What follows belongs to an exercise in optimizing a design on an open flow for small area; a production flow would make more cautious choices.
Function was checked by simulation only, so behaviour that the tests miss may differ from the original.
No activity file was given, so power comes from the tool's default toggle rates.

==> flow/design.v <==
module id_stage #(
   parameter int NREGS = 32,
   parameter int IMMW  = 14
) (
   input  logic        clk,
   input  logic        rst_n,
   input  logic        InValid,
   output logic        InReady,
   input  logic [31:0] Instr,
   input  logic        WbEn,
   input  logic [4:0]  WbAddr,
   input  logic [31:0] WbData,
   output logic        OutValid,
   input  logic        OutReady,
   output logic [31:0] InputA,
   output logic [31:0] InputB,
   output logic [2:0]  ALUop,
   output logic [4:0]  OutRd,
   output logic        OutWrEn
);
   logic [31:0] rf_q [NREGS];
   logic [2:0]  op;
   logic [4:0]  rd, rs, rt;
   logic [31:0] imm_ext;
   logic [31:0] rs_val, rt_val;
   logic [31:0] a_d, b_d, a_q, b_q;
   logic [2:0]  op_d, op_q;
   logic [4:0]  rd_d, rd_q;
   logic        we_d, we_q;
   logic        valid_q;
   logic        load;
   assign op      = Instr[31:29];
   assign rd      = Instr[28:24];
   assign rs      = Instr[23:19];
   assign rt      = Instr[18:14];
   assign imm_ext = {{(32-IMMW){Instr[IMMW-1]}}, Instr[IMMW-1:0]};
   assign InReady = !valid_q || OutReady;
   assign load    = InValid && InReady;
   always_ff @(posedge clk or negedge rst_n) begin
      if (!rst_n) begin
         for (int i = 0; i < NREGS; i++) rf_q[i] <= '0;
      end else if (WbEn && (WbAddr != 5'd0)) begin
         rf_q[WbAddr] <= WbData;
      end
   end
   always_comb begin
      rs_val = (rs == 5'd0) ? 32'd0 : rf_q[rs];
      rt_val = (rt == 5'd0) ? 32'd0 : rf_q[rt];
   end
   always_comb begin
      a_d  = 32'd0;
      b_d  = 32'd0;
      op_d = op;
      rd_d = 5'd0;
      we_d = 1'b0;
      case (op)
         3'b000, 3'b001: begin
         end
         3'b110, 3'b111: begin
            a_d  = rs_val;
            b_d  = imm_ext;
            rd_d = rd;
            we_d = (rd != 5'd0);
         end
         default: begin
            a_d  = rs_val;
            b_d  = rt_val;
            rd_d = rd;
            we_d = (rd != 5'd0);
         end
      endcase
   end
   always_ff @(posedge clk or negedge rst_n) begin
      if (!rst_n) begin
         valid_q <= 1'b0;
         a_q     <= '0;
         b_q     <= '0;
         op_q    <= '0;
         rd_q    <= '0;
         we_q    <= 1'b0;
      end else if (load) begin
         valid_q <= 1'b1;
         a_q     <= a_d;
         b_q     <= b_d;
         op_q    <= op_d;
         rd_q    <= rd_d;
         we_q    <= we_d;
      end else if (OutReady) begin
         valid_q <= 1'b0;
      end
   end
   assign OutValid = valid_q;
   assign InputA   = a_q;
   assign InputB   = b_q;
   assign ALUop    = op_q;
   assign OutRd    = rd_q;
   assign OutWrEn  = we_q;
endmodule
==> flow/run.sh <==
#!/bin/bash
# synth_recipe.tcl (not shown) runs the flow's synth.tcl, then flattens the netlist and writes it again
# the make line also repeats each setting of config.mk as NAME=value (left out here)
make -C /OpenROAD-flow-scripts/flow DESIGN_CONFIG=/design/flow/config.mk WORK_HOME=/design/flow/orfs CLKGATE_MAP_FILE= SYNTH_SCRIPT=/design/flow/synth_recipe.tcl finish
==> flow/config.mk <==
export PLATFORM = sky130hd
export DESIGN_NAME = id_stage
export DESIGN_NICKNAME = id_stage
export VERILOG_FILES = /design/flow/design.v
export SDC_FILE = /design/flow/constraint.sdc
export NUM_CORES = 4
export LEC_CHECK = 0
export CAP_MARGIN = 20
export CORE_MARGIN = 2
export CORE_UTILIZATION = 40
export SLEW_MARGIN = 20
==> flow/constraint.sdc <==
create_clock -name core_clock -period 5.0 [get_ports {clk}]
set_input_delay 1.0000 -clock core_clock [delete_from_list [all_inputs] [get_ports {clk}]]
set_output_delay 1.0000 -clock core_clock [all_outputs]
set_load 0.01 [all_outputs]
==> flow_summary.toml <==
[outcome]
status = "complete, no violations"

[power]
vdd_ir_drop_max_uv = 273
p_per_area_nw_per_um2 = 398
leakage_uw = 0.0277

[synthesis]
muxShareOfSynthArea = 0.212
ys_top_cells_by_count = "dfrtp_1 (1066), mux2_2 (968), a22oi_1 (640), and3_1 (295), clkbuf_1 (232)"
synthSimpleGateAreaFrac = 0.109
synth_top_family_by_area = "multiplexers"
yosysSeqAreaShare = 0.500
syn_avg_cell_area_um2 = 11.6
synth-edff-count = 0
synthAdderAreaFrac = 0.000469
synthFlopType = "dfrtp_1"
synth.most_common_cell = "dfrtp_1"
ys_ff_latch = 1066
synth_compound_area_frac = 0.141
async_reset_ff_frac = 1.00
syn_inst = 4601
netlist_area_um2 = 53300
yosysTopAreaCellShare = 0.500
ys_types = 71
synth_xor_area_frac = 0
ys_top_cells_by_area = "dfrtp_1 (50%), mux2_2 (20%), a22oi_1 (9.0%)"
syn_nets = 4677
yosysTopAreaCell = "dfrtp_1"
yosysWarnings = 2

[detailed_routing]
firstDrtPassIters = 10
drt_iter0_drc = 9535
drc_errors = 0
routed_via_density = 7.42
wl_um = 286000
vias = 48700
wl_per_cell_um = 43.6
postRouteAntennaNets = 0

[timing]
maxSlewHeadroom = 0.0898
min_period_ps = 3920
grt_setup_unrepaired = "false"
final_max_slew_viol_count = 0
min_period_over_period = 0.784
worstMarginPinSlew_ps = 1360
max_freq_ghz = 0.255
fin_skew_ps = 35.5
setup_viol = 0
fin_ws_ps = 1080
tns_ps = 0
fin_hold_ws_ps = 210
hold_viol = 0

[global_route]
grt_max_degree = 140
gr-total-overflow = 0
grt_pass1_vias = 46100
antenna_found_initial = 20
grt_first_pass_wirelength_um = 388000
track_usage = 0.411

[clock_network]
postCtsSetupBuffers = 0
post_cts_resized = 0
clockRootBuffer = "clkbuf_16"
clock_sinks = 1066
clk_latency_ps = 780
clkTransAtPathRegs_ps = 70
htree_num_levels = 3
postCtsHoldBufs = 0
tritoncts = "done"
cts_buffers = 116
max-clock-path-buffers = 3

[setup_path]
path_class = "in2reg"
critPathTopFamily = "buffers and inverters"
worstSetupEndpointType = "register"
path_buf_inv = 3
worst_path_most_repeated_cell = "buf_4"
cp_data_required_time_ps = 5640
path_cells = "clkdlybuf4s50_1, buf_4, or3b_1, nor2_4, buf_4, a22oi_1, nand3_1, nor4_1, a221oi_1"
max_stage_delay_ps = 660
crit_fanout = 24
ff2ff_path_depth = 5
startpoint_type = "input port"
cp.depth = 9
arrival_ps = 4560
cp_slowest_cell = "clkdlybuf4s50_1"

[placed_design]
gp_congestion = 1.01
pre_cts_ws_ps = 500
dpl-instance-area_um2 = 58300
io_buffers = 148
place_hpwl_um = 175000
placed_cells = 6316

[floorplan]
core_area_um2 = 132000
die_area_um2 = 136000
pin_count = 149
start_util = 0.404
dieHeight_um = 369
die_width_um = 369
rows = 133

[job]
drv_cap = 0

[final_layout]
finalInstanceArea_um2 = 62400
fin_cells = 6568
num-fill-cells = 12000
syn_to_final_growth_pct = 17.0
drive_above_1_share = 0.332
nets = 4760

[worst_hold_path]
hold_path.class = "in2async"
-- placed cells by master (no fill, tap or decap), types with 8 or more instances in the layout --
cell type and count:
a221oi_1 33, o21ai_0 81, clkdlybuf4s50_1 130, nand4_1 87, o21ai_1 30, nor3_1 36, dfrtp_1 1066, buf_2 17
clkbuf_8 20, nand2_1 193, clkinv_2 24, a2111oi_0 87, mux2_1 24, bufinv_16 11, mux2i_1 11, nand3_1 138
and3_1 294, nor2_4 68, a22o_1 8, nand3b_1 21, a222oi_1 15, inv_1 8, nand2b_1 18, nand2_2 15
clkinvlp_4 9, nor4_1 51, o22ai_1 14, mux2_2 968, buf_4 203, diode_2 29, clkbuf_1 23, nor2_1 55
a22oi_1 640, buf_12 55, a21oi_1 53, clkbuf_16 119
-- metal layers --
layer,wire [um],vias to the layer above,track usage
met1,106000,24600,0.530
met4,23400,16,0.263
met3,42600,1451,0.169
met5,104,-,0
li1,-,17800,-
met2,114000,4781,0.564
-- path summary, 6_finish.rpt --
check | startpoint | end | slack, ps
setup / recovery | Instr[17] | b_q[13] | 1080
hold / removal | rst_n | rf_q[14][28] | 210
setup reg to reg | rf_q[10][28] | a_q[28] | 2380
hold reg to reg | rd_q[1] | rd_q[1] | 480
max in group asynchronous | rst_n | rf_q[23][23] | 3350
min in group core_clock | rd_q[1] | rd_q[1] | 480
-- where the power goes --
part           switching (uW)  internal, uW
sequential               1790         10300
clock                    3910          5230
combinational            1820          1770
total                    7520         17300
-- cells by family (layout without fill, tap and decap cells) --
logic type	after synthesis	after routing
fa+ha+maj	2	2
buf+inv	457	640
other cells	0	29
flops	1066	1066
mux	1003	1003
simple gates	1055	1055
compound gates	1018	1018
-- metrics by stage --
| stage | total power [uW] | util |
|---|---|---|
| floorplan | 13500 | - |
| global placement | 15500 | 0.441 |
| detailed placement | 15600 | 0.442 |
| CTS | 24600 | 0.472 |
| global route | 25400 | 0.472 |
| finish | 24800 | 0.473 |
-- cell type report --
type / count / area [um2] / area share
Antenna cell: 29 / 72.6 / 0.00116
Clock buffer: 162 / 3340 / 0.0535
Clock inverter: 56 / 634 / 0.0102
Inverter: 8 / 30.0 / 0.000481
Multi-Input combinational cell: 3078 / 25200 / 0.404
Sequential cell: 1066 / 26700 / 0.428
Tap cell: 1755 / 2200 / 0.0352
Timing Repair Buffer: 414 / 4220 / 0.0676
-- worst reg2reg max path, delay by kind of cell (launching register included) --
| kind | cells | cell delay [ps] |
|---|---|---|
| AO/OA/AOI/OAI | 3 | 1040 |
| flip-flops | 1 | 440 |
| AND/OR/NAND/NOR | 2 | 970 |
-- flip-flops by register name, summed over array words and instances (netlist names) --
name,count
rd_q,5
a_q,32
b_q,32
we_q,1
valid_q,1
rf_q,992
op_q,3

## what the ideal ports hide
No port has a modelled driver above. Below, the same layout with a new extraction and two added sets of constraints. Step 1: set_driving_cell puts a clkbuf_16 on clk and a buf_2 on each other input, an assumption about the parent block. Step 2 times the ports against the registers' clock, not the clock port: input delays grow and output delays shrink by t, the midpoint of the rising clock arrivals with the driver on. Three values: ideal, step 1, step 2; two values: the first two.
shift t [ns]: 0.839
slack for setup (ns): 1.079 / 1.133 / 0.294
latest minus earliest clock arrival (ns): 0.042 / 0.043
worst register clock-pin slew, ns: 0.07 / 0.07
worst data-port slew with drivers (ns): 0.18
After both steps setup and hold are still met in this run. For this run, drivers alone change the setup slack by +0.054 ns; drivers and shift together by -0.785 ns.
